Context: an optimization exercise on an open-source flow, tuned for small area, a short achievable clock period and few clock cycles per item. The choices shown serve that exercise and are no tape-out recipe. At most, simulation tests tie the RTL to the original design; equivalence was not proved. Function not checked in runs 3 to 6: the RTL went through the layout flow alone.

==> design.v <==
`timescale 1ns/1ps
`default_nettype none
package xoodoo_pkg;
        localparam int STATE_W = 384;
        localparam int LANE_W = 32;
        localparam int NUM_ROUNDS = 12;
        localparam logic [NUM_ROUNDS*12-1:0] ROUND_CONSTANTS = {
                12'h012, 12'h1A0, 12'h0F0, 12'h380,
                12'h02C, 12'h060, 12'h014, 12'h120,
                12'h0D0, 12'h3C0, 12'h038, 12'h058
        };
endpackage
`default_nettype wire
`timescale 1ns/1ps
`default_nettype none
package cyclist_pkg;
        localparam int BLOCK_BYTES = 16;
        localparam logic [1:0] OP_INIT    = 2'd0;
        localparam logic [1:0] OP_ABSORB  = 2'd1;
        localparam logic [1:0] OP_SQUEEZE = 2'd2;
        localparam logic [7:0] CD_FIRST_ABSORB = 8'h01;
        localparam logic [7:0] PAD_BYTE = 8'h01;
endpackage
`default_nettype wire
`timescale 1ns/1ps
`default_nettype none
module xoodoo_round (
        input  logic [11:0]  rc,
        input  logic [383:0] state_in,
        output logic [383:0] state_out
);
        function automatic logic [31:0] rotl(input logic [31:0] a, input integer n);
                rotl = (a << n) | (a >> (32 - n));
        endfunction
        logic [3:0][31:0] e;
        logic [11:0][31:0] theta;
        logic [11:0][31:0] rho_w;
        logic [11:0][31:0] chi;
        logic [11:0][31:0] rho_e;
        xoodoo_theta_effect u_effect (
                .state_in (state_in),
                .effect   (e)
        );
        always_comb begin
                for (int i = 0; i < 12; i++) begin
                        theta[i] = state_in[32*i +: 32] ^ e[i % 4];
                end
                for (int x = 0; x < 4; x++) begin
                        rho_w[x]     = theta[x];
                        rho_w[4 + x] = theta[4 + (x + 3) % 4];
                        rho_w[8 + x] = rotl(theta[8 + x], 11);
                end
                rho_w[0] = theta[0] ^ {20'h0, rc};
                for (int x = 0; x < 4; x++) begin
                        chi[x]     = rho_w[x]     ^ (~rho_w[4 + x] & rho_w[8 + x]);
                        chi[4 + x] = rho_w[4 + x] ^ (~rho_w[8 + x] & rho_w[x]);
                        chi[8 + x] = rho_w[8 + x] ^ (~rho_w[x]     & rho_w[4 + x]);
                end
                for (int x = 0; x < 4; x++) begin
                        rho_e[x]     = chi[x];
                        rho_e[4 + x] = rotl(chi[4 + x], 1);
                        rho_e[8 + x] = rotl(chi[8 + (x + 2) % 4], 8);
                end
                for (int i = 0; i < 12; i++) begin
                        state_out[32*i +: 32] = rho_e[i];
                end
        end
endmodule
module xoodoo_theta_effect (
        input  logic [383:0]      state_in,
        output logic [3:0][31:0]  effect
);
        function automatic logic [31:0] rotl(input logic [31:0] a, input integer n);
                rotl = (a << n) | (a >> (32 - n));
        endfunction
        logic [3:0][31:0] p;
        always_comb begin
                for (int x = 0; x < 4; x++) begin
                        p[x] = state_in[32*x +: 32] ^ state_in[32*(x+4) +: 32] ^ state_in[32*(x+8) +: 32];
                end
                for (int x = 0; x < 4; x++) begin
                        effect[x] = rotl(p[(x + 3) % 4], 5) ^ rotl(p[(x + 3) % 4], 14);
                end
        end
endmodule
`default_nettype wire
`timescale 1ns/1ps
`default_nettype none
module xoodoo_permute #(
        parameter int ROUNDS_PER_CYCLE = 2,
        parameter int GRP_W            = 3
) (
        input  logic [GRP_W-1:0] grp,
        input  logic [383:0]     state_in,
        output logic [383:0]     state_out
);
        logic [ROUNDS_PER_CYCLE:0][383:0]  stage;
        logic [ROUNDS_PER_CYCLE-1:0][11:0] rc;
        assign stage[0] = state_in;
        for (genvar k = 0; k < ROUNDS_PER_CYCLE; k++) begin : g_round
                assign rc[k] = xoodoo_pkg::ROUND_CONSTANTS[12*(int'(grp) * ROUNDS_PER_CYCLE + k) +: 12];
                xoodoo_round u_round (
                        .rc        (rc[k]),
                        .state_in  (stage[k]),
                        .state_out (stage[k+1])
                );
        end
        assign state_out = stage[ROUNDS_PER_CYCLE];
endmodule
`default_nettype wire
`timescale 1ns/1ps
`default_nettype none
module cyclist_state (
        input  logic         eph1,
        input  logic         rst,
        input  logic         zero,
        input  logic         use_perm,
        input  logic         absorb,
        input  logic [127:0] block,
        input  logic         first,
        input  logic         capture_digest,
        input  logic [383:0] perm_out,
        output logic [383:0] state,
        output logic [127:0] digest
);
        logic [383:0] base;
        logic [383:0] inj;
        logic [383:0] state_r;
        assign base = zero ? '0 : (use_perm ? perm_out : state_r);
        always_comb begin
                inj = '0;
                if (absorb) begin
                        inj[127:0]   = block;
                        inj[135:128] = cyclist_pkg::PAD_BYTE;
                        inj[383:376] = first ? cyclist_pkg::CD_FIRST_ABSORB : 8'h00;
                end
        end
        always_ff @(posedge eph1) begin
                state_r <= base ^ inj;
        end
        always_ff @(posedge eph1) begin
                if (rst) begin
                        digest <= '0;
                end else if (capture_digest) begin
                        digest <= base[127:0];
                end
        end
        assign state = state_r;
endmodule
`default_nettype wire
`timescale 1ns/1ps
`default_nettype none
module cyclist_ctrl #(
        parameter int NUM_GROUPS = 12,
        parameter int GRP_W      = 4
) (
        input  logic             eph1,
        input  logic             rst,
        input  logic             start,
        input  logic [1:0]       op,
        output logic             zero,
        output logic             use_perm,
        output logic             absorb,
        output logic             first,
        output logic             capture_digest,
        output logic [GRP_W-1:0] grp,
        output logic             pad_in,
        output logic             busy,
        output logic             done
);
        localparam logic [GRP_W-1:0] LAST = GRP_W'(NUM_GROUPS - 1);
        logic             run;
        logic [GRP_W-1:0] cnt;
        logic             sqp;
        logic             phase_up;
        logic accept;
        logic last;
        logic acc_init;
        logic acc_absorb;
        logic acc_squeeze;
        assign accept      = start && !busy && !rst;
        assign last        = run && (cnt == LAST);
        assign acc_init    = accept && (op == cyclist_pkg::OP_INIT);
        assign acc_absorb  = accept && (op == cyclist_pkg::OP_ABSORB);
        assign acc_squeeze = accept && (op == cyclist_pkg::OP_SQUEEZE);
        assign grp    = cnt;
        assign pad_in = run && sqp && (cnt == '0);
        assign use_perm       = run;
        assign absorb         = acc_absorb;
        assign capture_digest = (acc_squeeze && !phase_up) || (last && sqp);
        always_ff @(posedge eph1) begin
                if (rst) begin
                        zero <= 1'b1;
                end else begin
                        zero <= acc_init;
                end
        end
        always_ff @(posedge eph1) begin
                if (rst) begin
                        run      <= 1'b0;
                        cnt      <= '0;
                        sqp      <= 1'b0;
                        phase_up <= 1'b1;
                        first    <= 1'b1;
                        busy     <= 1'b0;
                        done     <= 1'b0;
                end else if (run && !last) begin
                        cnt <= cnt + 1'b1;
                        if (!sqp && (cnt + 1'b1 == LAST)) begin
                                busy <= 1'b0;
                                done <= 1'b1;
                        end else begin
                                busy <= 1'b1;
                                done <= 1'b0;
                        end
                end else if (last && sqp) begin
                        run  <= 1'b0;
                        sqp  <= 1'b0;
                        busy <= 1'b0;
                        done <= 1'b1;
                end else begin
                        run  <= 1'b0;
                        busy <= 1'b0;
                        done <= 1'b0;
                        if (accept) begin
                                case (op)
                                        cyclist_pkg::OP_INIT: begin
                                                phase_up <= 1'b1;
                                                first    <= 1'b1;
                                                done     <= 1'b1;
                                        end
                                        cyclist_pkg::OP_ABSORB: begin
                                                phase_up <= 1'b0;
                                                first    <= 1'b0;
                                                run      <= 1'b1;
                                                cnt      <= '0;
                                                sqp      <= 1'b0;
                                                busy     <= (NUM_GROUPS > 1);
                                                done     <= (NUM_GROUPS == 1);
                                        end
                                        cyclist_pkg::OP_SQUEEZE: begin
                                                phase_up <= 1'b1;
                                                if (!phase_up) begin
                                                        done <= 1'b1;
                                                end else begin
                                                        run  <= 1'b1;
                                                        cnt  <= '0;
                                                        sqp  <= 1'b1;
                                                        busy <= 1'b1;
                                                end
                                        end
                                        default: begin
                                                done <= 1'b1;
                                        end
                                endcase
                        end
                end
        end
endmodule
`default_nettype wire
`timescale 1ns/1ps
`default_nettype none
module xoodyak_hash_top #(
        parameter int ROUNDS_PER_CYCLE = 1
) (
        input  logic         eph1,
        input  logic         rst,
        input  logic         start,
        input  logic [129:0] cmd,
        output logic         busy,
        output logic         done,
        output logic [127:0] digest
);
        localparam int NUM_GROUPS = xoodoo_pkg::NUM_ROUNDS / ROUNDS_PER_CYCLE;
        localparam int GRP_W      = (NUM_GROUPS > 1) ? $clog2(NUM_GROUPS) : 1;
        logic             zero;
        logic             use_perm;
        logic             absorb;
        logic             first;
        logic             capture_digest;
        logic [GRP_W-1:0] grp;
        logic             pad_in;
        logic [383:0] state;
        logic [383:0] perm_in;
        logic [383:0] perm_out;
        cyclist_ctrl #(
                .NUM_GROUPS (NUM_GROUPS),
                .GRP_W      (GRP_W)
        ) u_ctrl (
                .eph1           (eph1),
                .rst            (rst),
                .start          (start),
                .op             (cmd[129:128]),
                .zero           (zero),
                .use_perm       (use_perm),
                .absorb         (absorb),
                .first          (first),
                .capture_digest (capture_digest),
                .grp            (grp),
                .pad_in         (pad_in),
                .busy           (busy),
                .done           (done)
        );
        cyclist_state u_state (
                .eph1           (eph1),
                .rst            (rst),
                .zero           (zero),
                .use_perm       (use_perm),
                .absorb         (absorb),
                .block          (cmd[127:0]),
                .first          (first),
                .capture_digest (capture_digest),
                .perm_out       (perm_out),
                .state          (state),
                .digest         (digest)
        );
        assign perm_in = {state[383:1], state[0] ^ pad_in};
        xoodoo_permute #(
                .ROUNDS_PER_CYCLE (ROUNDS_PER_CYCLE),
                .GRP_W            (GRP_W)
        ) u_permute (
                .grp       (grp),
                .state_in  (perm_in),
                .state_out (perm_out)
        );
endmodule
`default_nettype wire
==> flow/run.sh <==
#!/bin/bash
set -o pipefail
bash standard.sh SETUP_SLACK_MARGIN=6.8 finish > flow_make.log 2>&1
==> standard.sh <==
#!/bin/bash
# synth_recipe.tcl (not shown) runs the flow's synth.tcl, then flattens the netlist and writes it again
# the make line also repeats each setting of config.mk as NAME=value (left out here)
make -C /OpenROAD-flow-scripts/flow DESIGN_CONFIG=/design/flow/config.mk WORK_HOME=/design/flow/orfs CLKGATE_MAP_FILE= SYNTH_SCRIPT=/design/flow/synth_recipe.tcl "${@:-finish}"
==> config.mk <==
export PLATFORM = sky130hd
export DESIGN_NAME = xoodyak_hash_top
export DESIGN_NICKNAME = xoodyak_hash_top
export VERILOG_FILES = /design/flow/design.v
export SDC_FILE = /design/flow/constraint.sdc
export NUM_CORES = 4
export LEC_CHECK = 0
export CAP_MARGIN = 20
export CORE_MARGIN = 2
export CORE_UTILIZATION = 28
export PLACE_DENSITY = 0.5
export SLEW_MARGIN = 20
export SYNTH_HIERARCHICAL = 1
export SYNTH_MINIMUM_KEEP_SIZE = 0
==> constraint.sdc <==
create_clock -name core_clock -period 10.0 [get_ports {eph1}]
set_input_delay 2.0000 -clock core_clock [delete_from_list [all_inputs] [get_ports {eph1}]]
set_output_delay 2.0000 -clock core_clock [all_outputs]
set_load 0.01 [all_outputs]
==> reports/qor.txt, run 1 <==
HPWL after DPL -> 121000 um
die area -> 126000 um2
post-synthesis instance total -> 3592
final instance count without filler cells -> 5520
placed insts -> 5353
number of failing hold endpoints at the final stage -> 0
share of the core filled with cells in the final layout -> 34.1%
share of final-layout standard cells stronger than drive strength 1 -> 14.2%
Placement Rows -> 128
result of the run -> no timing/DRC/antenna violations
Reg2Reg Capture Point -> u_state.digest[114]
count of state elements after synthesis -> 523
I/O pin count -> 263
R2R Path Start -> u_state.state_r[45]
Max-Cap Viols -> 0
flop-to-flop setup slack -> 6.79 ns
Avg Cell Area, Syn -> 9.63 um2
Pre-Repair DR Iteration Count -> 5
shortest clock period the worst path allows after layout -> 3.21 ns
largest net degree at the start of global routing -> 157
end of the worst hold path -> u_ctrl.cnt[0]
detailed-route vias per instance -> 4.64
Rel. slew slack -> 25.6%
GRT overflow -> 0
worst slack, placed -> 4.82 ns
most frequent cells in the layout -> sky130_fd_sc_hd__xnor2_1 (819), sky130_fd_sc_hd__nor2b_1 (487), sky130_fd_sc_hd__dfxtp_1 (479)
class of the most critical setup path -> flop to flop
worst path arrival time -> 3.73 ns
Final Slew Violations -> 0
drt drc -> 0
setup repair after global routing missed its margin -> yes
effective utilization at floorplan -> 28.3%
total number of H-tree levels -> 3
Net count, final -> 3988
PortBufs -> 262
CP required -> 10.52 ns
die boundary height -> 355 um
Bufs on Longest Clock Path -> 3
critical path fanouts, max -> 3
insertion delay to the later sink of the worst-skew pair -> 0.66 ns
detailed router's first-iteration violation count -> 2222
Yosys cell types -> 51
vias in the first global route -> 25200
residual antenna-violating net count after detailed routing -> 0
Post-synth ARST share -> 0%
number of flops mapped to enable cells by yosys -> 0
count of final setup violators -> 0
worst-case clock skew -> 0.0328 ns
total negative slack -> 0 ns
wire length per cell after detailed routing -> 27.6 um
minimum setup slack in the final design -> 6.79 ns
sequential element share of the synthesized area -> 30.3%
global router's overall resource usage -> 23.6%
Clk pin slew, worst setup/hold paths -> 0.06 ns
kind of start point of the critical path -> flop
count of cells along the worst hold path -> 1
layout overhead on the synthesized area -> 20.4%
cts hold-fix bufs -> 0
commonest register cell after synthesis -> sky130_fd_sc_hd__dfxtp_1
total number of vias -> 25600
clock tree from TritonCTS -> built
source of the worst hold timing path -> u_ctrl.cnt[0]
RePlAce Congestion -> 1.03
initial antenna violation count -> 6
count of clock tree sinks -> 523
synth warn -> 10
Core Area -> 122000 um2
final worst-path cycle share -> 32.1%
path depth of the worst reg2reg path -> 8
worst slew pin tran -> 1.11 ns
peak clock frequency supported by timing -> 311 MHz
clock buffer count from CTS -> 68
Netlist Area Pre-Place -> 34600 um2
worst hold path class -> flop to flop
die outline width -> 355 um
first-pass GRT wire length -> 206000 um
Clock Tree Root -> sky130_fd_sc_hd__clkbuf_16
layout filler cell count -> 12600
crit end category -> flop
most common cell after layout, fill and taps aside -> sky130_fd_sc_hd__xnor2_1
sum of routed wire length over all layers -> 152000 um
==> layer usage <==
metal	track usage, %	vias to the layer above	wire length [um]
met5	0	-	12
met4	11.0	2	7750
met3	3.59	201	9300
met2	38.2	779	69300
met1	31.0	12600	66200
li1	-	12000	-
==> cells by family (layout without fill, tap and decap cells) <==
family,count (synthesis),after routing,share of synthesized area (%)
AO/OA/AOI/OAI,156,157,2.92
XOR/XNOR,1155,1155,35.2
adder cells (fa/ha/maj),15,15,0.543
buffers and inverters,283,576,4.27
flip-flops,523,523,30.3
multiplexers,386,386,11.2
other,1,5,0.0108
AND/OR/NAND/NOR,1073,1078,15.6
==> state kept, by name, indices dropped and copies added, names as in the netlist <==
name             cells
u_ctrl.cnt           4
u_ctrl.phase_up      1
u_ctrl.busy          1
u_state.digest     128
u_state.state_r    384
u_ctrl.sqp           1
u_ctrl.run           1
u_ctrl.first         1
u_ctrl.zero          1
u_ctrl.done          1
==> per-stage QoR <==
step / hold slack (ns) / instance area [um2]
final: 0.479 / 41600
after global routing: 0.498 / 41600
after CTS: 0.526 / 41300
after detailed placement: 0.522 / 38500
after global placement: 0.521 / 38500
after floorplan: 0.469 / 34600
==> worst max-delay path by stage <==
stage | from | to | slack [ns] | cells after the start
finish | u_state.state_r[45] | u_state.digest[114] | 6.79 | 8
global route | u_ctrl.cnt[1] | u_state.digest[69] | 6.74 | 14
CTS | u_state.digest[29] | digest[29] | 6.80 | 1
detailed placement | cmd[128] | u_state.digest[60] | 4.82 | 9
global placement | cmd[128] | u_state.digest[68] | 4.90 | 9
floorplan | rst | u_state.digest[10] | 6.70 | 7
==> Yosys stat by module, one instance, submodules excluded, a selection <==
module               area [um2]  flip-flops and latches  times used
xoodyak_hash_top           8.76                       0           1
xoodoo_round               9280                       0           1
xoodoo_theta_effect        4120                       0           1
cyclist_state             20200                     512           1
==> area by class of cell <==
cell class / count / area, um2 / area share (%)
multi-input cells: 2794 / 23300 / 56.0
flip-flops and latches: 523 / 10500 / 25.3
repair buffers: 317 / 2900 / 6.96
well taps: 1625 / 2030 / 4.89
clock buffers: 96 / 2010 / 4.83
inverters: 136 / 513 / 1.23
clock inverters: 27 / 329 / 0.791
diodes: 2 / 5.00 / 0.0120
==> critical path, cell delays in order, from the launching register on <==
cell and delay, ns:
sky130_fd_sc_hd__dfxtp_1 0.43, sky130_fd_sc_hd__xnor3_1 0.54, sky130_fd_sc_hd__xor2_1 0.71, sky130_fd_sc_hd__xnor2_1 0.51, sky130_fd_sc_hd__nor2b_1 0.28, sky130_fd_sc_hd__xnor2_1 0.15
sky130_fd_sc_hd__mux2i_1 0.21, sky130_fd_sc_hd__o22ai_1 0.11, sky130_fd_sc_hd__nor2b_1 0.13
==> what timing repair did <==
item | 4_1_cts | 5_1_grt
pin swaps | 5 | 4
buffers inserted | 20 | 7
gates cloned | 15 | 0
endpoints found under the setup margin | 387 | 90
gates resized for setup | 649 | 41
==> cells in the mapped netlist (all sizes together), types with 2 or more instances <==
cell type  instances  area (um2)
a211oi             3        32.5
ha                15         188
buf               93         759
inv              136         513
o22ai            128         801
xnor2            849        7440
a21oi              8        40.0
a311oi             2        23.8
nand4              3        18.8
clkbuf            54         203
nand2            150         563
nor3b              2        31.3
nor3               2        10.0
dfxtp            523       10500
nand4bb            2        22.5
a21boi             2        26.3
o21ai              5        25.0
nor2b            489        3060
a21o               2        15.0
xor2             166        1450
nand2b             4        25.0
nor2             405        1550
mux2i            386        3860
nand3              7        35.0
nand3b             2        15.0
xnor3            140        3290
and2               2        12.5
Testbench counts, summed over its fixed seeds: cycles 37,489, blocks 2,884.
==> run 2, diff against run 1 <==
==> flow/run.sh (replaced) <==
#!/bin/bash
set -o pipefail
bash standard.sh SETUP_SLACK_MARGIN=6.8 "BUFFER_PORTS_ARGS=-buffer_cell sky130_fd_sc_hd__buf_1" finish > flow_make.log 2>&1
--- a/config.mk
+++ b/config.mk
@@ -9,4 +9,5 @@
 export CORE_MARGIN = 2
 export CORE_UTILIZATION = 28
+export CTS_CLUSTER_SIZE = 20
 export PLACE_DENSITY = 0.5
 export SLEW_MARGIN = 20
==> run 2 against run 1 <==
Net effect: still clean on timing, DRC and antenna; die area stayed put; setup slack worse by 0.039 ns; routed wire length is 0.97% higher; critical path depth stayed put; via count is 0.13% higher; cell count is 0.18% lower; cell area is 3.0% lower; maximum frequency is 1.2% lower; hold slack better by 0.032 ns.
==> reports/qor.txt, run 2 <==
result of the run -> no timing/DRC/antenna violations
GRT overflow -> 0
I/O pin count -> 263
total number of vias -> 25700
final instance count without filler cells -> 5510
Max-Cap Viols -> 0
worst path arrival time -> 3.83 ns
residual antenna-violating net count after detailed routing -> 0
shortest clock period the worst path allows after layout -> 3.25 ns
largest net degree at the start of global routing -> 84
first-pass GRT wire length -> 205000 um
detailed router's first-iteration violation count -> 2051
synth warn -> 10
setup repair after global routing missed its margin -> yes
count of final setup violators -> 0
die outline width -> 355 um
peak clock frequency supported by timing -> 308 MHz
die area -> 126000 um2
final design instance area without fill -> 40300 um2
biggest regs -> u_state.state_r (384), u_state.digest (128), u_ctrl.cnt (4)
vias in the first global route -> 24500
count of clock tree sinks -> 523
sum of routed wire length over all layers -> 154000 um
cts hold-fix bufs -> 0
count leader, synth -> sky130_fd_sc_hd__xnor2_1
Final Slew Violations -> 0
layout overhead on the synthesized area -> 16.7%
RePlAce Congestion -> 1.00
cell area after placement -> 36900 um2
fraction of synthesized cell area taken by the top area cell type -> 30.3%
PortBufs -> 262
total negative slack -> 0 ns
flop-to-flop setup slack -> 6.75 ns
Clock Tree Root -> sky130_fd_sc_hd__clkbuf_16
insertion delay to the later sink of the worst-skew pair -> 0.66 ns
global router's overall resource usage -> 23.6%
total number of H-tree levels -> 3
post-synthesis instance total -> 3592
register with the highest flop count -> u_state.state_r
initial antenna violation count -> 6
Pre-Repair DR Iteration Count -> 5
share of final-layout standard cells stronger than drive strength 1 -> 11.1%
class of the most critical setup path -> flop to flop
beginning of the critical path -> u_state.state_r[245]
clock buffer count from CTS -> 71
critical path fanouts, max -> 3
worst hold path class -> flop to flop
Avg Cell Area, Syn -> 9.63 um2
HPWL after DPL -> 123000 um
detailed-route vias per instance -> 4.66
wire length per cell after detailed routing -> 27.9 um
R2R Path Start -> u_state.state_r[245]
sequential element share of the synthesized area -> 30.3%
leading post-synthesis cells by cell area -> sky130_fd_sc_hd__dfxtp_1 (30%), sky130_fd_sc_hd__xnor2_1 (22%), sky130_fd_sc_hd__mux2i_1 (11%), sky130_fd_sc_hd__nor2b_1 (8.8%), sky130_fd_sc_hd__xnor3_2 (7.4%)
clock tree from TritonCTS -> built
cell accounting for the most synthesized area -> sky130_fd_sc_hd__dfxtp_1
count of state elements after synthesis -> 523
worst slew pin tran -> 1.07 ns
Bufs on Longest Clock Path -> 3
Net count, final -> 3975
Placement Rows -> 128
max FFs per register -> 384
CP required -> 10.58 ns
crit end category -> flop
kind of start point of the critical path -> flop
placed insts -> 5356
source of the worst hold timing path -> u_ctrl.phase_up
Clk pin slew, worst setup/hold paths -> 0.06 ns
Post-synth ARST share -> 0%
commonest register cell after synthesis -> sky130_fd_sc_hd__dfxtp_1
effective utilization at floorplan -> 28.3%
worst-case clock skew -> 0.0336 ns
Netlist Area Pre-Place -> 34600 um2
die boundary height -> 355 um
Core Area -> 122000 um2
number of flops mapped to enable cells by yosys -> 0
drt drc -> 0
Rel. slew slack -> 28.3%
top post-synthesis cells by count -> sky130_fd_sc_hd__xnor2_1 (849), sky130_fd_sc_hd__dfxtp_1 (523), sky130_fd_sc_hd__nor2b_1 (489), sky130_fd_sc_hd__nor2_1 (392), sky130_fd_sc_hd__mux2i_1 (386)
Yosys cell types -> 51
most frequent cells in the layout -> sky130_fd_sc_hd__xnor2_1 (817), sky130_fd_sc_hd__dfxtp_1 (512), sky130_fd_sc_hd__nor2b_1 (487)
number of failing hold endpoints at the final stage -> 0
final worst-path cycle share -> 32.5%
most common cell after layout, fill and taps aside -> sky130_fd_sc_hd__xnor2_1
-- run 2: kinds of logic (layout without fill, tap and decap cells) --
kind of cell    Yosys count  after routing  share of synthesized area, %
xor+xnor               1155           1155                          35.2
compound gates          156            156                          2.92
flops                   523            523                          30.3
simple gates           1073           1078                          15.6
buf+inv                 283            568                          4.27
fa+ha+maj                15             15                         0.543
other cells               1              4                        0.0108
mux                     386            386                          11.2
-- run 2: layout make-up --
type	count	area, um2
diodes	1	2.50
inverters	136	513
well taps	1625	2030
fillers	12800	81800
repair buffers	302	1600
clock inverters	29	309
multi-input cells	2793	23300
flip-flops and latches	523	10500
clock buffers	101	2060
-- run 2: worst paths after layout --
path                          to  depth (start not counted)
max          u_state.state_r[58]                          8
min                   u_ctrl.sqp                          2
max reg2reg  u_state.state_r[58]                          8
min reg2reg           u_ctrl.sqp                          2
-- run 2: metal layers --
layer  vias up  GRT usage (%)  routed length, um  share of wire, %
li1      12000              -                  -                 -
met1     12600           31.2              66700                43
met2       859           37.8              69800                45
met3       205           4.04              10000               6.5
met4         4           10.5               7410               4.8
met5         -              0                 24             0.016
-- run 2: through the flow --
step	setup WS, ns	hold slack, ns	utilization (%)
floorplan	6.70	0.469	-
global placement	4.94	0.518	30.2
detailed placement	4.91	0.508	30.2
CTS	6.75	0.514	32.7
global route	6.71	0.551	33.0
finish	6.75	0.511	33.0
-- run 2: modules after synthesis (local to each module, per instance), a selection --
module               flip-flops and latches  times used  area, um2  cells
cyclist_state                           512           1      20200   2066
xoodyak_hash_top                          0           1       8.76      1
xoodoo_theta_effect                       0           1       4120    256
xoodoo_round                              0           1       9280   1152
-- run 2: timing repair --
| item | in CTS | in global routing |
|---|---|---|
| pin swaps | 6 | 4 |
| buffers inserted | 10 | 4 |
| gates resized for setup | 118 | 58 |
| endpoints found under the setup margin | 337 | 188 |
| gates cloned | 6 | 3 |
-- run 2: worst max-delay path, stage by stage, from the launching register on --
cell,delay (ns)
sky130_fd_sc_hd__dfxtp_1,0.44
sky130_fd_sc_hd__xnor3_2,0.56
sky130_fd_sc_hd__xor2_1,0.63
sky130_fd_sc_hd__xnor2_1,0.32
sky130_fd_sc_hd__nor2b_1,0.22
sky130_fd_sc_hd__xnor2_1,0.43
sky130_fd_sc_hd__mux2i_1,0.25
sky130_fd_sc_hd__nor2_1,0.17
sky130_fd_sc_hd__xnor2_1,0.13
==> run 3, diff against run 2 <==
--- a/design.v
+++ b/design.v
@@ -124,8 +124,10 @@
         output logic [127:0] digest
 );
+        logic [383:0] hold;
         logic [383:0] base;
         logic [383:0] inj;
         logic [383:0] state_r;
-        assign base = zero ? '0 : (use_perm ? perm_out : state_r);
+        assign hold = zero ? '0 : state_r;
+        assign base = use_perm ? perm_out : hold;
         always_comb begin
                 inj = '0;
==> run 3 against run 2 <==
Net effect: cell area shrank 0.36%; synthesized cell count decreased by 15%; global-route usage decreased by 0.70 points; still clean; sequential share of layout area up 6.4 points; non-clock buffer count rose by 3; first-iteration DRC count is 14% higher; setup slack worse by 0.030 ns; core utilization about the same.
==> reports/qor.txt, run 3 <==
register with the highest flop count -> u_state.state_r
peak clock frequency supported by timing -> 305 MHz
top post-synthesis cells by count -> sky130_fd_sc_hd__xnor2_1 (721), sky130_fd_sc_hd__nor2b_1 (361), sky130_fd_sc_hd__xor2_1 (294), sky130_fd_sc_hd__dfxtp_1 (269), sky130_fd_sc_hd__and2_1 (256)
biggest regs -> u_state.state_r (384), u_state.digest (128), u_ctrl.cnt (4)
HPWL after DPL -> 116000 um
max FFs per register -> 384
kind of start point of the critical path -> flop
number of failing hold endpoints at the final stage -> 0
count leader, synth -> sky130_fd_sc_hd__xnor2_1
setup repair after global routing missed its margin -> yes
cts hold-fix bufs -> 0
total number of vias -> 23600
sequential element share of the synthesized area -> 37.8%
die area -> 126000 um2
Netlist Area Pre-Place -> 34400 um2
detailed router's first-iteration violation count -> 2340
total negative slack -> 0 ns
most common cell after layout, fill and taps aside -> sky130_fd_sc_hd__xnor2_1
final worst-path cycle share -> 32.8%
shortest clock period the worst path allows after layout -> 3.28 ns
GRT overflow -> 0
final design instance area without fill -> 40200 um2
CP required -> 10.42 ns
total number of H-tree levels -> 3
Rel. slew slack -> 25.5%
Max-Cap Viols -> 0
insertion delay to the later sink of the worst-skew pair -> 0.65 ns
residual antenna-violating net count after detailed routing -> 0
Bufs on Longest Clock Path -> 3
Final Slew Violations -> 0
flop-to-flop setup slack -> 6.72 ns
die boundary height -> 355 um
clock tree from TritonCTS -> built
effective utilization at floorplan -> 28.2%
wire length per cell after detailed routing -> 29.4 um
worst hold path class -> flop to flop
worst path arrival time -> 3.70 ns
largest net degree at the start of global routing -> 184
Net count, final -> 3465
global router's overall resource usage -> 22.9%
count of state elements after synthesis -> 523
post-synthesis instance total -> 3053
I/O pin count -> 263
initial antenna violation count -> 11
cell accounting for the most synthesized area -> sky130_fd_sc_hd__edfxtp_1
clock buffer count from CTS -> 70
critical path fanouts, max -> 3
Placement Rows -> 128
minimum setup slack in the final design -> 6.72 ns
Pre-Repair DR Iteration Count -> 5
longest individual stage delay on the worst path -> 0.67 ns
RePlAce Congestion -> 0.982
result of the run -> no timing/DRC/antenna violations
number of flops mapped to enable cells by yosys -> 254
crit end category -> flop
commonest register cell after synthesis -> sky130_fd_sc_hd__dfxtp_1
Clock Tree Root -> sky130_fd_sc_hd__clkbuf_16
drt drc -> 0
die outline width -> 355 um
Clk pin slew, worst setup/hold paths -> 0.06 ns
delay-heaviest family, CP -> XOR/XNOR gates
vias in the first global route -> 23000
synth warn -> 10
layout filler cell count -> 12400
count of clock tree sinks -> 523
layout overhead on the synthesized area -> 16.9%
Avg Cell Area, Syn -> 11.3 um2
Cell Chain, Critical Path -> xnor3_2 > xor2_1 > xnor3_2 > nand2_1 > xnor2_1 > and2_1
worst slew pin tran -> 1.12 ns
first-pass GRT wire length -> 197000 um
share of final-layout standard cells stronger than drive strength 1 -> 17.0%
area of the multi-input gates -> 21100 um2
storage element area -> 13000 um2
cell with the largest stage delay on the worst path -> sky130_fd_sc_hd__xor2_1
Yosys cell types -> 54
detailed-route vias per instance -> 4.73
class of the most critical setup path -> flop to flop
Buf+Inv Stages, Crit Path -> 0
most frequent cells in the layout -> sky130_fd_sc_hd__xnor2_1 (710), sky130_fd_sc_hd__nor2b_1 (360), sky130_fd_sc_hd__xor2_1 (275)
Core Area -> 122000 um2
worst slack, placed -> 4.94 ns
sum of routed wire length over all layers -> 147000 um
worst-case clock skew -> 0.0336 ns
cell area after placement -> 37000 um2
Post-synth ARST share -> 0%
count of final setup violators -> 0
PortBufs -> 262
fraction of synthesized cell area taken by the top area cell type -> 22.2%
leading post-synthesis cells by cell area -> sky130_fd_sc_hd__edfxtp_1 (22%), sky130_fd_sc_hd__xnor2_1 (18%), sky130_fd_sc_hd__dfxtp_1 (16%), sky130_fd_sc_hd__xor2_1 (7.5%), sky130_fd_sc_hd__xnor3_2 (7.4%)
Top cell by count, worst path -> sky130_fd_sc_hd__xnor3_2
[run 3: what timing repair did]
action	in CTS	in global routing
gates cloned	7	1
setup buffers	11	3
resized for setup	81	44
endpoints found under the setup margin	471	253
pin swaps	4	4
[run 3: path summary, 6_finish.rpt]
check / start / endpoint / cells past startpoint
worst min-delay path: u_state.digest[4] / u_state.digest[4] / 2
worst max-delay path: u_state.state_r[230] / u_state.state_r[339] / 6
worst min register to register: u_state.digest[4] / u_state.digest[4] / 2
worst max register to register: u_state.state_r[230] / u_state.state_r[339] / 6
[run 3: worst reg2reg max path, cell delays in order (launching register included)]
cell	delay, ns
sky130_fd_sc_hd__edfxtp_1	0.45
sky130_fd_sc_hd__xnor3_2	0.52
sky130_fd_sc_hd__xor2_1	0.67
sky130_fd_sc_hd__xnor3_2	0.45
sky130_fd_sc_hd__nand2_1	0.08
sky130_fd_sc_hd__xnor2_1	0.47
sky130_fd_sc_hd__and2_1	0.42
[run 3: cell type report]
cell class | instances | area share, %
tap | 1625 | 5.06
timing repair inverter | 1 | 0.0124
timing repair buffer | 305 | 4.06
sequential | 523 | 32.4
antenna | 3 | 0.0187
clock inverter | 15 | 0.448
inverter | 9 | 0.0996
multi-input combinational | 2407 | 52.4
clock buffer | 108 | 5.51
[run 3: metrics by stage]
stage | utilization [%] | hold slack (ns) | std cells
floorplan | - | 0.465 | 3055
CTS | 32.8 | 0.484 | 4989
detailed placement | 30.4 | 0.477 | 4848
global placement | 30.4 | 0.472 | 4848
finish | 33.0 | 0.481 | 4996
global route | 33.0 | 0.500 | 4993
[run 3: cell families (layout without fill, tap and decap cells)]
group | count (synthesis) | count (layout) | synth area share, %
compound gates | 286 | 286 | 9.06
xor+xnor | 1155 | 1155 | 35.4
fa+ha+maj | 15 | 15 | 0.546
buf+inv | 127 | 438 | 1.89
flops | 523 | 523 | 37.8
mux | 2 | 2 | 0.0582
other cells | 1 | 6 | 0.0109
simple gates | 944 | 946 | 15.2
[run 3: modules after synthesis, one instance, submodules excluded, a selection]
module,cell area (um2),flip-flops and latches,times used
cyclist_state,20000,512,1
xoodoo_round,9280,0,1
xoodoo_theta_effect,4120,0,1
xoodyak_hash_top,8.76,0,1
[run 3: routing by layer]
metal / part of all wire [%] / routed length, um / vias up / GRT usage (%)
li1: - / - / 10700 / -
met1: 45 / 66000 / 11800 / 32.1
met2: 44 / 64400 / 938 / 35.3
met3: 6.8 / 9960 / 200 / 3.64
met4: 4.6 / 6730 / 4 / 9.13
met5: 0.021 / 31 / - / 0
==> run 4, diff against run 3 <==
--- a/config.mk
+++ b/config.mk
@@ -8,7 +8,6 @@
 export CAP_MARGIN = 20
 export CORE_MARGIN = 2
-export CORE_UTILIZATION = 28
-export CTS_CLUSTER_SIZE = 20
-export PLACE_DENSITY = 0.5
+export CORE_UTILIZATION = 55
+export PLACE_DENSITY = 0.65
 export SLEW_MARGIN = 20
 export SYNTH_HIERARCHICAL = 1
==> run 4 against run 3 <==
Net effect: global-route usage increased by 19 points; via count is 4.5% higher; critical path type unchanged; largest cell class unchanged.
==> reports/qor.txt, run 4 <==
result of the run -> no timing/DRC/antenna violations
Netlist Area Pre-Place -> 34400 um2
leading post-synthesis cells by cell area -> sky130_fd_sc_hd__edfxtp_1 (22%), sky130_fd_sc_hd__xnor2_1 (18%), sky130_fd_sc_hd__dfxtp_1 (16%), sky130_fd_sc_hd__xor2_1 (7.5%), sky130_fd_sc_hd__xnor3_2 (7.4%)
mux cell area share after synthesis -> 0.0582%
Net count, final -> 3454
total number of vias -> 24700
class of the most critical setup path -> flop to flop
Pre-Repair DR Iteration Count -> 6
Bufs on Longest Clock Path -> 3
drt drc -> 0
vias in the first global route -> 23600
die boundary height -> 254 um
HPWL after DPL -> 108000 um
count of clock tree sinks -> 523
top post-synthesis cells by count -> sky130_fd_sc_hd__xnor2_1 (721), sky130_fd_sc_hd__nor2b_1 (361), sky130_fd_sc_hd__xor2_1 (294), sky130_fd_sc_hd__dfxtp_1 (269), sky130_fd_sc_hd__and2_1 (256)
effective utilization at floorplan -> 55.6%
critical path fanouts, max -> 3
detailed router's first-iteration violation count -> 3219
total number of H-tree levels -> 2
worst hold path class -> flop to flop
Clk pin slew, worst setup/hold paths -> 0.06 ns
count leader, synth -> sky130_fd_sc_hd__xnor2_1
cts hold-fix bufs -> 0
Avg Cell Area, Syn -> 11.3 um2
placed insts -> 4059
layout overhead on the synthesized area -> 12.8%
residual antenna-violating net count after detailed routing -> 0
clock tree from TritonCTS -> built
adder-cell area share of the yosys netlist -> 0.546%
total negative slack -> 0 ns
detailed-route vias per instance -> 5.89
count of state elements after synthesis -> 523
die outline width -> 254 um
flop-to-flop setup slack -> 6.67 ns
worst path arrival time -> 3.71 ns
sequential element share of the synthesized area -> 37.8%
Max-Cap Viols -> 0
biggest regs -> u_state.state_r (384), u_state.digest (128), u_ctrl.cnt (4)
PortBufs -> 262
sum of routed wire length over all layers -> 138000 um
Clock Tree Root -> sky130_fd_sc_hd__clkbuf_16
worst slack, placed -> 4.97 ns
CP required -> 10.38 ns
initial antenna violation count -> 8
shortest clock period the worst path allows after layout -> 3.33 ns
minimum setup slack in the final design -> 6.67 ns
setup repair after global routing missed its margin -> yes
Yosys cell types -> 54
Post-synth ARST share -> 0%
count of final setup violators -> 0
storage element area -> 13000 um2
share of final-layout standard cells stronger than drive strength 1 -> 15.6%
wire length per cell after detailed routing -> 32.9 um
number of flops mapped to enable cells by yosys -> 254
global router's overall resource usage -> 42.3%
number of failing hold endpoints at the final stage -> 0
max FFs per register -> 384
fraction of the mapped netlist area in simple logic gates -> 15.2%
Rel. slew slack -> 21.8%
kind of start point of the critical path -> flop
most common cell after layout, fill and taps aside -> sky130_fd_sc_hd__xnor2_1
Core Area -> 61800 um2
layout filler cell count -> 4999
combinational family with the most area after synthesis -> XOR/XNOR gates
first-pass GRT wire length -> 185000 um
synth warn -> 10
worst slew pin tran -> 1.16 ns
crit end category -> flop
post-synthesis instance total -> 3053
clock buffer count from CTS -> 58
Placement Rows -> 91
area of the multi-input gates -> 21000 um2
cell accounting for the most synthesized area -> sky130_fd_sc_hd__edfxtp_1
fraction of synthesized cell area taken by the top area cell type -> 22.2%
path depth of the worst reg2reg path -> 6
Final Slew Violations -> 0
final worst-path cycle share -> 33.3%
compound-cell area share of the yosys netlist -> 9.06%
GRT overflow -> 0
area share of xor/xnor cells in the synthesized design -> 35.4%
die area -> 64600 um2
commonest register cell after synthesis -> sky130_fd_sc_hd__dfxtp_1
insertion delay to the later sink of the worst-skew pair -> 0.65 ns
peak clock frequency supported by timing -> 300 MHz
RePlAce Congestion -> 1.05
register with the highest flop count -> u_state.state_r
final instance count without filler cells -> 4194
count of cells along the worst hold path -> 2
largest net degree at the start of global routing -> 155
share of the core filled with cells in the final layout -> 62.7%
most frequent cells in the layout -> sky130_fd_sc_hd__xnor2_1 (713), sky130_fd_sc_hd__nor2b_1 (361), sky130_fd_sc_hd__xor2_1 (277)
worst-case clock skew -> 0.0313 ns
I/O pin count -> 263
[run 4: cell types whose count changed in the layout (fill, tap and decap cells not counted), moves of 3 or more]
cell,delta
sky130_fd_sc_hd__clkinv_4,+4
sky130_fd_sc_hd__clkinvlp_4,+3
sky130_fd_sc_hd__buf_6,-3
sky130_fd_sc_hd__clkbuf_8,-8
sky130_fd_sc_hd__clkbuf_1,-8
sky130_fd_sc_hd__buf_1,+39
sky130_fd_sc_hd__inv_4,+5
sky130_fd_sc_hd__xnor2_1,+3
sky130_fd_sc_hd__clkbuf_2,-16
sky130_fd_sc_hd__clkbuf_16,-9
sky130_fd_sc_hd__buf_2,-22
[run 4: cell families after synthesis]
logic type               Yosys count
XOR/XNOR                        1155
AND/OR/NAND/NOR                  944
flip-flops                       523
AO/OA/AOI/OAI                    286
buffers and inverters            127
adder cells (fa/ha/maj)           15
multiplexers                       2
other                              1
[run 4: path summary, 6_finish.rpt]
kind,endpoint,start
max,u_state.state_r[381],u_state.state_r[112]
min,u_state.digest[28],u_state.digest[28]
max reg2reg,u_state.state_r[381],u_state.state_r[112]
min reg2reg,u_state.digest[28],u_state.digest[28]
[run 4: through the flow]
| step | instance area (um2) | hold slack [ns] |
|---|---|---|
| 2_1_floorplan | 34500 | 0.465 |
| 3_3_place_gp | 36000 | 0.471 |
| 3_5_place_dp | 36000 | 0.477 |
| 4_1_cts | 38600 | 0.485 |
| 5_1_grt | 38800 | 0.520 |
| 6_report | 38800 | 0.484 |
[run 4: worst max-delay path, stage by stage, from the launching register on]
cell and delay (ns):
sky130_fd_sc_hd__dfxtp_1 0.51, sky130_fd_sc_hd__xnor3_2 0.46, sky130_fd_sc_hd__xor2_1 0.75, sky130_fd_sc_hd__xnor2_1 0.50, sky130_fd_sc_hd__nor2b_1 0.27, sky130_fd_sc_hd__xnor2_1 0.13, sky130_fd_sc_hd__and2_1 0.43
[run 4: repair_timing]
item                       4_1_cts  5_1_grt
pin swaps                        3        2
gates resized for setup         48       27
cloned                           5        3
setup endpoints to repair      470      102
setup buffers                   12        4
[run 4: layer usage]
| metal | global-route usage (%) | routed length, um | up-vias | share of wire (%) |
|---|---|---|---|---|
| li1 | - | - | 10600 | - |
| met1 | 58.1 | 55400 | 12400 | 40 |
| met5 | 0 | 0 | - | 0 |
| met2 | 63.7 | 59700 | 1456 | 43 |
| met3 | 5.61 | 13100 | 261 | 9.5 |
| met4 | 25.6 | 9880 | 0 | 7.2 |
[run 4: area by class of cell]
type	instances	area share, %
antenna	2	0.0129
clock buffer	82	4.70
clock inverter	27	0.574
inverter	9	0.103
multi-input combinational	2408	54.2
sequential	523	33.6
tap	837	2.70
timing repair buffer	306	4.15
[run 4: Yosys stat by module, one instance, submodules excluded, excerpt]
module	flops+latches	area, um2
cyclist_state	512	20000
xoodoo_theta_effect	0	4120
xoodyak_hash_top	0	8.76
xoodoo_round	0	9280
==> run 5, diff against run 4 <==
==> flow/run.sh (replaced) <==
#!/bin/bash
set -o pipefail
bash standard.sh SETUP_SLACK_MARGIN=6.5 "BUFFER_PORTS_ARGS=-buffer_cell sky130_fd_sc_hd__buf_1" finish > flow_make.log 2>&1
--- a/config.mk
+++ b/config.mk
@@ -8,6 +8,7 @@
 export CAP_MARGIN = 20
 export CORE_MARGIN = 2
-export CORE_UTILIZATION = 55
-export PLACE_DENSITY = 0.65
+export CORE_UTILIZATION = 28
+export CTS_CLUSTER_SIZE = 20
+export PLACE_DENSITY = 0.5
 export SLEW_MARGIN = 20
 export SYNTH_HIERARCHICAL = 1
==> run 5 against run 4 <==
Net effect: maximum frequency decreased by 6.2%; hold slack improved by 0.00073 ns; first-iteration DRC count decreased by 29%; largest cell class unchanged; setup slack got worse by 0.22 ns; clock skew increased by 0.011 ns; synthesized area unchanged; register-to-register slack got worse by 0.22 ns; routed wire length increased by 5.3%.
==> reports/qor.txt, run 5 <==
crit end category -> flop
die outline width -> 355 um
Clock Tree Root -> sky130_fd_sc_hd__clkbuf_16
detailed router's first-iteration violation count -> 2297
sum of routed wire length over all layers -> 145000 um
total negative slack -> 0 ns
count of state elements after synthesis -> 523
most frequent cells in the layout -> sky130_fd_sc_hd__xnor2_1 (719), sky130_fd_sc_hd__nor2b_1 (361), sky130_fd_sc_hd__xor2_1 (291)
shortest clock period the worst path allows after layout -> 3.55 ns
post-synthesis instance total -> 3053
critical path fanouts, max -> 3
insertion delay to the later sink of the worst-skew pair -> 0.65 ns
residual antenna-violating net count after detailed routing -> 0
initial antenna violation count -> 6
detailed-route vias per instance -> 4.70
result of the run -> no timing/DRC/antenna violations
CP required -> 10.43 ns
Core Area -> 122000 um2
Buf+Inv Stages, Crit Path -> 0
synth warn -> 10
Cell Chain, Critical Path -> xnor3_2 > xor2_1 > xor2_1 > nand2_1 > xnor2_1 > and2_1
worst path arrival time -> 3.98 ns
effective utilization at floorplan -> 28.2%
most common cell after layout, fill and taps aside -> sky130_fd_sc_hd__xnor2_1
drt drc -> 0
minimum setup slack in the final design -> 6.45 ns
cell with the largest stage delay on the worst path -> sky130_fd_sc_hd__xor2_1
sequential element share of the synthesized area -> 37.8%
class of the most critical setup path -> flop to flop
top post-synthesis cells by count -> sky130_fd_sc_hd__xnor2_1 (721), sky130_fd_sc_hd__nor2b_1 (361), sky130_fd_sc_hd__xor2_1 (294), sky130_fd_sc_hd__dfxtp_1 (269), sky130_fd_sc_hd__and2_1 (256)
cell accounting for the most synthesized area -> sky130_fd_sc_hd__edfxtp_1
Post-synth ARST share -> 0%
worst-case clock skew -> 0.0427 ns
die boundary height -> 355 um
max FFs per register -> 384
first-pass GRT wire length -> 192000 um
Crit path depth -> 6
layout overhead on the synthesized area -> 15.2%
Yosys cell types -> 54
Rel. slew slack -> 23.0%
Bufs on Longest Clock Path -> 3
delay-heaviest family, CP -> XOR/XNOR gates
biggest regs -> u_state.state_r (384), u_state.digest (128), u_ctrl.cnt (4)
Avg Cell Area, Syn -> 11.3 um2
path depth of the worst reg2reg path -> 6
clock tree from TritonCTS -> built
longest individual stage delay on the worst path -> 0.83 ns
HPWL after DPL -> 116000 um
number of failing hold endpoints at the final stage -> 0
share of final-layout standard cells stronger than drive strength 1 -> 14.1%
register with the highest flop count -> u_state.state_r
count of clock tree sinks -> 523
Netlist Area Pre-Place -> 34400 um2
setup repair after global routing missed its margin -> no
final worst-path cycle share -> 35.5%
layout filler cell count -> 12500
count of cells along the worst hold path -> 2
largest net degree at the start of global routing -> 193
Final Slew Violations -> 0
worst hold slack -> 0.484 ns
Net count, final -> 3452
worst slew pin tran -> 1.15 ns
number of flops mapped to enable cells by yosys -> 254
wire length per cell after detailed routing -> 29.1 um
total number of vias -> 23400
RePlAce Congestion -> 1.01
count leader, synth -> sky130_fd_sc_hd__xnor2_1
peak clock frequency supported by timing -> 282 MHz
leading post-synthesis cells by cell area -> sky130_fd_sc_hd__edfxtp_1 (22%), sky130_fd_sc_hd__xnor2_1 (18%), sky130_fd_sc_hd__dfxtp_1 (16%), sky130_fd_sc_hd__xor2_1 (7.5%), sky130_fd_sc_hd__xnor3_2 (7.4%)
Pre-Repair DR Iteration Count -> 6
kind of start point of the critical path -> flop
total number of H-tree levels -> 3
fraction of synthesized cell area taken by the top area cell type -> 22.2%
vias in the first global route -> 22700
Clk pin slew, worst setup/hold paths -> 0.06 ns
worst slack, placed -> 5.11 ns
clock buffer count from CTS -> 70
global router's overall resource usage -> 22.3%
count of final setup violators -> 0
worst hold path class -> flop to flop
Max-Cap Viols -> 0
PortBufs -> 262
Top cell by count, worst path -> sky130_fd_sc_hd__xor2_1
die area -> 126000 um2
commonest register cell after synthesis -> sky130_fd_sc_hd__dfxtp_1
Placement Rows -> 128
I/O pin count -> 263
GRT overflow -> 0
## run 5: cell count changes in the layout (fill, tap and decap cells not counted), sizes merged, moves of 2 or more
cell and change:
clkinvlp -2, diode +3, clkbuf +18, clkinv -5, inv -2, buf -4
## run 5: area by class of cell
| class | instances | area (um2) | area share [%] |
|---|---|---|---|
| antenna | 5 | 12.5 | 0.0316 |
| clock buffer | 108 | 2230 | 5.61 |
| clock inverter | 17 | 114 | 0.287 |
| inverter | 9 | 40.0 | 0.101 |
| multi-input combinational | 2407 | 20800 | 52.5 |
| sequential | 523 | 13000 | 32.8 |
| tap | 1625 | 2030 | 5.13 |
| timing repair buffer | 293 | 1370 | 3.46 |
## run 5: logic make-up after synthesis
kind of cell / count (synthesis) / share of synthesized area (%)
XOR/XNOR: 1155 / 35.4
multiplexers: 2 / 0.0582
other: 1 / 0.0109
buffers and inverters: 127 / 1.89
adder cells (fa/ha/maj): 15 / 0.546
flip-flops: 523 / 37.8
AO/OA/AOI/OAI: 286 / 9.06
AND/OR/NAND/NOR: 944 / 15.2
## run 5: metal layers
| layer | share of wire (%) | up-vias | GRT usage [%] |
|---|---|---|---|
| met5 | 0.014 | - | 0 |
| met4 | 4.6 | 2 | 9.33 |
| li1 | - | 10600 | - |
| met3 | 7.6 | 177 | 4.06 |
| met2 | 44 | 939 | 34.4 |
| met1 | 44 | 11700 | 30.7 |
## run 5: final timing paths
kind                   startpoint              endpoint  slack, ns
max          u_state.state_r[348]  u_state.state_r[338]       6.45
min             u_state.digest[3]     u_state.digest[3]       0.48
max reg2reg  u_state.state_r[348]  u_state.state_r[338]       6.45
min reg2reg     u_state.digest[3]     u_state.digest[3]       0.48
## run 5: stage by stage
stage | instances | area, um2 | utilization [%]
after floorplan | 3055 | 34400 | -
after global placement | 4844 | 37000 | 30.4
after detailed placement | 4844 | 37000 | 30.4
after CTS | 4977 | 39500 | 32.4
after global routing | 4982 | 39600 | 32.5
final | 4987 | 39600 | 32.5
## run 5: worst reg2reg max path: cells and delay by family, from the launching register on
family | cells | cell delay, ns
XOR/XNOR | 4 | 2.10
flip-flops | 1 | 0.73
AND/OR/NAND/NOR | 2 | 0.51
## run 5: modules after synthesis, one instance, submodules excluded, excerpt
module               cells inside  flops+latches  times used  area (um2)
cyclist_state                1527            512           1       20000
xoodyak_hash_top                1              0           1        8.76
xoodoo_theta_effect           256              0           1        4120
xoodoo_round                 1152              0           1        9280
## run 5: repair_timing
item,in CTS,in global routing
setup endpoints to repair,293,167
cloned,1,3
buffers inserted,7,2
hold buffers,0,0
pin swaps,3,2
resized for setup,18,13
==> run 6, diff against run 5 <==
--- a/design.v
+++ b/design.v
@@ -264,5 +264,5 @@
 `default_nettype none
 module xoodyak_hash_top #(
-        parameter int ROUNDS_PER_CYCLE = 1
+        parameter int ROUNDS_PER_CYCLE = 2
 ) (
         input  logic         eph1,
==> flow/run.sh (replaced) <==
#!/bin/bash
set -o pipefail
bash standard.sh SETUP_SLACK_MARGIN=5.6 "BUFFER_PORTS_ARGS=-buffer_cell sky130_fd_sc_hd__buf_1" finish > flow_make.log 2>&1
==> run 6 against run 5 <==
Net effect: still clean; clock skew increased by 0.014 ns; hold slack lost 0.0037 ns; critical path depth increased by 10; sequential share of layout area down 19 points.
==> reports/qor.txt, run 6 <==
biggest regs -> u_state.state_r (384), u_state.digest (128), u_ctrl.cnt (3)
result of the run -> no timing/DRC/antenna violations
minimum setup slack in the final design -> 5.28 ns
cell with the largest stage delay on the worst path -> sky130_fd_sc_hd__xnor3_4
drt drc -> 0
effective utilization at floorplan -> 28.2%
Placement Rows -> 151
vias in the first global route -> 39700
Buf+Inv Stages, Crit Path -> 4
GRT overflow -> 0
RePlAce Congestion -> 1.09
cell accounting for the most synthesized area -> sky130_fd_sc_hd__xnor2_1
cell area after placement -> 52700 um2
placed insts -> 6982
post-synthesis instance total -> 4440
most frequent cells in the layout -> sky130_fd_sc_hd__buf_4 (793), sky130_fd_sc_hd__xnor2_4 (670), sky130_fd_sc_hd__xnor2_2 (477)
sequential element share of the synthesized area -> 27.3%
Pre-Repair DR Iteration Count -> 5
Bufs on Longest Clock Path -> 3
Clk pin slew, worst setup/hold paths -> 0.06 ns
initial antenna violation count -> 29
kind of start point of the critical path -> flop
wire length per cell after detailed routing -> 43.3 um
Final Slew Violations -> 0
Yosys cell types -> 46
shortest clock period the worst path allows after layout -> 4.72 ns
worst hold path class -> flop to flop
top post-synthesis cells by count -> sky130_fd_sc_hd__xnor2_1 (1441), sky130_fd_sc_hd__nor2b_1 (722), sky130_fd_sc_hd__xor2_1 (459), sky130_fd_sc_hd__dfxtp_1 (268), sky130_fd_sc_hd__and2_1 (257)
worst hold slack -> 0.481 ns
die area -> 173000 um2
longest individual stage delay on the worst path -> 0.67 ns
leading post-synthesis cells by cell area -> sky130_fd_sc_hd__xnor2_1 (27%), sky130_fd_sc_hd__edfxtp_1 (16%), sky130_fd_sc_hd__dfxtp_1 (11%), sky130_fd_sc_hd__xnor3_2 (11%), sky130_fd_sc_hd__nor2b_1 (9.5%)
Clock Tree Root -> sky130_fd_sc_hd__clkbuf_16
class of the most critical setup path -> flop to flop
HPWL after DPL -> 313000 um
global router's overall resource usage -> 41.6%
worst-case clock skew -> 0.0564 ns
final worst-path cycle share -> 47.2%
beginning of the critical path -> u_state.state_r[358]
Netlist Area Pre-Place -> 47600 um2
Net count, final -> 6337
most common cell after layout, fill and taps aside -> sky130_fd_sc_hd__buf_4
fraction of synthesized cell area taken by the top area cell type -> 26.5%
worst slack, placed -> 3.22 ns
worst path arrival time -> 5.35 ns
Cell Chain, Critical Path -> xnor3_4 > buf_12 > xor2_4 > buf_6 > buf_6 > xnor2_4 > nor2b_4 > xnor2_4 > xnor3_4 > xor2_4 > buf_12 > xnor2_4 > nor2b_4 > xnor2_4 > a22oi_2 > xor2_1
register with the highest flop count -> u_state.state_r
die outline width -> 416 um
clock tree from TritonCTS -> built
final instance count without filler cells -> 8493
count of state elements after synthesis -> 522
die boundary height -> 416 um
share of the core filled with cells in the final layout -> 57.0%
total negative slack -> 0 ns
detailed-route vias per instance -> 5.02
commonest register cell after synthesis -> sky130_fd_sc_hd__dfxtp_1
delay-heaviest family, CP -> XOR/XNOR gates
count of clock tree sinks -> 522
Top cell by count, worst path -> sky130_fd_sc_hd__xnor2_4
worst slew pin tran -> 1.08 ns
Post-synth ARST share -> 0%
Core Area -> 169000 um2
Rel. slew slack -> 28.1%
PortBufs -> 262
setup repair after global routing missed its margin -> yes
synth warn -> 10
residual antenna-violating net count after detailed routing -> 0
number of failing hold endpoints at the final stage -> 0
R2R Path Start -> u_state.state_r[358]
layout overhead on the synthesized area -> 102%
first-pass GRT wire length -> 451000 um
count of final setup violators -> 0
final design instance area without fill -> 96400 um2
count leader, synth -> sky130_fd_sc_hd__xnor2_1
CP required -> 10.63 ns
total number of vias -> 42600
sum of routed wire length over all layers -> 368000 um
I/O pin count -> 263
total number of H-tree levels -> 3
share of final-layout standard cells stronger than drive strength 1 -> 67.3%
largest net degree at the start of global routing -> 119
peak clock frequency supported by timing -> 212 MHz
source of the worst hold timing path -> u_state.digest[23]
insertion delay to the later sink of the worst-skew pair -> 0.76 ns
critical path fanouts, max -> 3
detailed router's first-iteration violation count -> 4221
crit end category -> flop
clock buffer count from CTS -> 76
number of flops mapped to enable cells by yosys -> 254
cts hold-fix bufs -> 0
Avg Cell Area, Syn -> 10.7 um2
max FFs per register -> 384
Max-Cap Viols -> 0
[run 6: path summary, 6_finish.rpt]
check / endpoint / slack [ns] / depth (start not counted)
min: u_state.digest[23] / 0.48 / 2
max: u_state.state_r[69] / 5.28 / 16
max reg2reg: u_state.state_r[69] / 5.28 / 16
min reg2reg: u_state.digest[23] / 0.48 / 2
[run 6: tightest hold or removal path: stages (launching register included)]
cell,delay (ns)
sky130_fd_sc_hd__dfxtp_1,0.30
sky130_fd_sc_hd__nor2_1,0.08
sky130_fd_sc_hd__a211oi_1,0.05
[run 6: cell families after synthesis]
group                      Yosys count  share of synthesized area, %
AOI/OAI and AO/OA                  280                          6.42
and+or+nand+nor                   1318                          15.9
xor gates and xnor gates          2180                          48.7
adders and majority gates           12                         0.315
muxes                                2                        0.0447
buffers and inverters              125                          1.33
other                                1                       0.00787
DFF                                522                          27.3
[run 6: layout make-up]
type                            instances  area [um2]
Tap cell                             2218        2780
Clock buffer                          113        2370
Sequential cell                       522       13100
Inverter                                9        40.0
Clock inverter                         29         322
Timing Repair Buffer                 1781       18900
Multi-Input combinational cell       3802       58800
Fill cell                           13800       72700
Antenna cell                           19        47.5
[run 6: routing by layer]
layer  GRT usage, %  share of wire, %  vias up
met5              0             0.019        -
met4           30.2                10       10
met3           9.31               8.4      661
met2           61.7                42     1898
met1           53.1                39    22100
li1               -                 -    17900
[run 6: modules after synthesis, one instance, submodules excluded, excerpt]
module,cells,copies in the design
cyclist_state,1527,1
xoodoo_round,1152,2
xoodyak_hash_top,1,1
xoodoo_theta_effect,256,2
[run 6: what timing repair did]
item,in CTS,in global routing
endpoints found under the setup margin,512,495
pin swaps,662,766
buffers inserted,786,564
resized for setup,2568,1189
==> run 7, diff against run 6 <==
--- a/design.v
+++ b/design.v
@@ -124,10 +124,8 @@
         output logic [127:0] digest
 );
-        logic [383:0] hold;
         logic [383:0] base;
         logic [383:0] inj;
         logic [383:0] state_r;
-        assign hold = zero ? '0 : state_r;
-        assign base = use_perm ? perm_out : hold;
+        assign base = zero ? '0 : (use_perm ? perm_out : state_r);
         always_comb begin
                 inj = '0;
@@ -264,5 +262,5 @@
 `default_nettype none
 module xoodyak_hash_top #(
-        parameter int ROUNDS_PER_CYCLE = 2
+        parameter int ROUNDS_PER_CYCLE = 1
 ) (
         input  logic         eph1,
==> flow/run.sh (replaced) <==
#!/bin/bash
set -o pipefail
bash standard.sh SETUP_SLACK_MARGIN=7.3 "BUFFER_PORTS_ARGS=-buffer_cell sky130_fd_sc_hd__buf_1" finish > flow_make.log 2>&1
==> run 7 against run 6 <==
Net effect: via count down 36%; setup slack better by 1.6 ns; hold slack better by 0.032 ns; highest routed layer unchanged.
==> reports/qor.txt, run 7 <==
result of the run -> no timing/DRC/antenna violations
share of final-layout standard cells stronger than drive strength 1 -> 35.4%
leading post-synthesis cells by cell area -> sky130_fd_sc_hd__dfxtp_1 (30%), sky130_fd_sc_hd__xnor2_1 (22%), sky130_fd_sc_hd__mux2i_1 (11%), sky130_fd_sc_hd__nor2b_1 (8.8%), sky130_fd_sc_hd__xnor3_2 (7.4%)
Max-Cap Viols -> 0
metal1 wirelength -> 72400 um
most common cell after layout, fill and taps aside -> sky130_fd_sc_hd__xnor2_1
top post-synthesis cells by count -> sky130_fd_sc_hd__xnor2_1 (849), sky130_fd_sc_hd__dfxtp_1 (523), sky130_fd_sc_hd__nor2b_1 (489), sky130_fd_sc_hd__nor2_1 (392), sky130_fd_sc_hd__mux2i_1 (386)
commonest register cell after synthesis -> sky130_fd_sc_hd__dfxtp_1
residual antenna-violating net count after detailed routing -> 0
sequential element share of the synthesized area -> 30.3%
shortest clock period the worst path allows after layout -> 3.14 ns
crit end category -> primary output
met2 WL post-DR -> 76600 um
kind of start point of the critical path -> flop
final instance count without filler cells -> 5681
first-pass GRT wire length -> 224000 um
register with the highest flop count -> u_state.state_r
cell with the largest stage delay on the worst path -> sky130_fd_sc_hd__dfxtp_4
Netlist Area Pre-Place -> 34600 um2
count of final setup violators -> 0
vias in the first global route -> 26300
cell accounting for the most synthesized area -> sky130_fd_sc_hd__dfxtp_1
clock tree from TritonCTS -> built
synth warn -> 10
insertion delay to the later sink of the worst-skew pair -> 0.65 ns
Avg Cell Area, Syn -> 9.63 um2
number of flops mapped to enable cells by yosys -> 0
CP required -> 8.00 ns
Buf+Inv Stages, Crit Path -> 1
peak clock frequency supported by timing -> 318 MHz
die boundary height -> 355 um
max FFs per register -> 384
Clock Tree Root -> sky130_fd_sc_hd__clkbuf_16
count of clock tree sinks -> 523
fraction of synthesized cell area taken by the top area cell type -> 30.3%
biggest regs -> u_state.state_r (384), u_state.digest (128), u_ctrl.cnt (4)
effective utilization at floorplan -> 28.3%
total number of H-tree levels -> 3
count of state elements after synthesis -> 523
layout overhead on the synthesized area -> 46.1%
initial antenna violation count -> 5
worst hold path class -> flop to flop
HPWL after DPL -> 122000 um
GRT overflow -> 0
minimum setup slack in the final design -> 6.86 ns
drt drc -> 0
global router's overall resource usage -> 26.0%
Placement Rows -> 128
class of the most critical setup path -> flop to primary output
Post-synth ARST share -> 0%
count leader, synth -> sky130_fd_sc_hd__xnor2_1
Final Slew Violations -> 0
sum of routed wire length over all layers -> 170000 um
most frequent cells in the layout -> sky130_fd_sc_hd__xnor2_1 (635), sky130_fd_sc_hd__nor2b_1 (464), sky130_fd_sc_hd__nor2_1 (391)
Rel. slew slack -> 31.7%
Net count, final -> 4152
I/O pin count -> 263
worst slack, placed -> 5.11 ns
placed insts -> 5354
highest signal layer in the routed design -> met5
post-synthesis instance total -> 3592
die outline width -> 355 um
longest individual stage delay on the worst path -> 0.38 ns
die area -> 126000 um2
Cell Chain, Critical Path -> buf_6
Bufs on Longest Clock Path -> 3
PortBufs -> 262
detailed router's first-iteration violation count -> 2654
critical path fanouts, max -> 2
total negative slack -> 0 ns
final worst-path cycle share -> 31.4%
Yosys cell types -> 51
worst hold slack -> 0.513 ns
worst slew pin tran -> 1.02 ns
setup repair after global routing missed its margin -> yes
cts hold-fix bufs -> 0
worst-case clock skew -> 0.0229 ns
largest net degree at the start of global routing -> 112
worst path arrival time -> 1.14 ns
Core Area -> 122000 um2
clock buffer count from CTS -> 68
detailed-route vias per instance -> 4.83
share of the core filled with cells in the final layout -> 41.3%
number of failing hold endpoints at the final stage -> 0
wire length per cell after detailed routing -> 29.9 um
total number of vias -> 27400
Pre-Repair DR Iteration Count -> 7
WL met3 -> 12700 um
delay-heaviest family, CP -> flip-flops
RePlAce Congestion -> 1.05
Clk pin slew, worst setup/hold paths -> 0.06 ns
[run 7: cell types whose count changed after synthesis, sizes merged, moves of 140 or more]
| cell | before | now |
|---|---|---|
| edfxtp | 254 | 0 |
| nor2 | 160 | 405 |
| dfxtp | 268 | 523 |
| xnor2 | 1441 | 849 |
| nor2b | 722 | 489 |
| xnor3 | 280 | 140 |
| xor2 | 459 | 166 |
| and2 | 257 | 2 |
| mux2i | 1 | 386 |
[run 7: through the flow]
step	cell area (um2)
6_report	50500
5_1_grt	50500
3_3_place_gp	36900
3_5_place_dp	36900
2_1_floorplan	34700
4_1_cts	47500
[run 7: cells by family (layout without fill, tap and decap cells)]
| group | Yosys count | count (layout) | synth area share, % |
|---|---|---|---|
| buffers and inverters | 283 | 734 | 4.27 |
| flip-flops | 523 | 523 | 30.3 |
| AO/OA/AOI/OAI | 156 | 156 | 2.92 |
| adder cells (fa/ha/maj) | 15 | 15 | 0.543 |
| multiplexers | 386 | 386 | 11.2 |
| XOR/XNOR | 1155 | 1155 | 35.2 |
| AND/OR/NAND/NOR | 1073 | 1083 | 15.6 |
| other | 1 | 4 | 0.0108 |
[run 7: cell type report]
cell class / count / area (um2)
Antenna cell: 1 / 2.50
Clock buffer: 91 / 2010
Clock inverter: 30 / 328
Fill cell: 11700 / 71700
Inverter: 136 / 523
Multi-Input combinational cell: 2798 / 29400
Sequential cell: 523 / 10700
Tap cell: 1625 / 2030
Timing Repair Buffer: 477 / 5460
[run 7: worst paths after layout]
check | start | endpoint | slack [ns] | depth (start not counted)
setup reg to reg | u_state.state_r[258] | u_state.state_r[376] | 7.03 | 9
setup / recovery | u_state.digest[69] | digest[69] | 6.86 | 1
hold / removal | u_ctrl.phase_up | u_ctrl.sqp | 0.51 | 2
hold reg to reg | u_ctrl.phase_up | u_ctrl.sqp | 0.51 | 2
[run 7: modules after synthesis, one instance, submodules excluded, a selection]
module / cell area [um2] / times used / flops+latches / cells inside
cyclist_state: 20200 / 1 / 512 / 2066
xoodoo_round: 9280 / 1 / 0 / 1152
xoodoo_theta_effect: 4120 / 1 / 0 / 256
xoodyak_hash_top: 8.76 / 1 / 0 / 1
[run 7: per-layer routing]
metal  global-route usage, %  up-vias
met4                    10.8        2
met2                    40.9     1063
met3                    4.85      247
met1                    34.9    13800
li1                        -    12300
met5                       0        -
[run 7: timing repair]
item	in CTS	in global routing
setup endpoints to repair	566	432
pin swaps	116	126
buffers inserted	96	51
cloned	51	7
resized for setup	1171	391
Testbench counts of run 7, summed over its fixed seeds: cycles 37,489, blocks 2,884.

static timing again, ports no longer ideal:
No port has a modelled driver above. Below, the same layouts with a new extraction and two added sets of constraints.
Step 1: set_driving_cell puts a clkbuf_16 on eph1 and a buf_2 on each other input, an assumption about the parent block.
Step 2 times the ports against the registers' clock, not the clock port: input delays grow and output delays shrink by t, the midpoint of the rising clock arrivals with the driver on.
Slacks: ideal / step 1 / step 2; pairs: ideal / step 1.
| run | t, ns | setup WS [ns] | hold WS [ns] |
|---|---|---|---|
| run 1 | 0.720 | 6.789 / 6.768 / 6.213 | 0.479 / 0.479 / 0.479 |
| run 2 | 0.718 | 6.750 / 6.750 / 6.213 | 0.511 / 0.511 / 0.511 |
| run 3 | 0.706 | 6.720 / 6.720 / 6.197 | 0.481 / 0.481 / 0.481 |
| run 4 | 0.700 | 6.672 / 6.672 / 6.147 | 0.484 / 0.484 / 0.484 |
| run 5 | 0.702 | 6.453 / 6.453 / 6.035 | 0.484 / 0.484 / 0.484 |
| run 6 | 0.821 | 5.278 / 5.278 / 5.105 | 0.481 / 0.481 / 0.481 |
| run 7 | 0.714 | 6.858 / 6.784 / 6.224 | 0.513 / 0.513 / 0.513 |
After both steps every run listed still meets setup and hold. For run 7, which loses most, drivers alone change the setup slack by -0.074 ns; drivers and shift together by -0.634 ns.
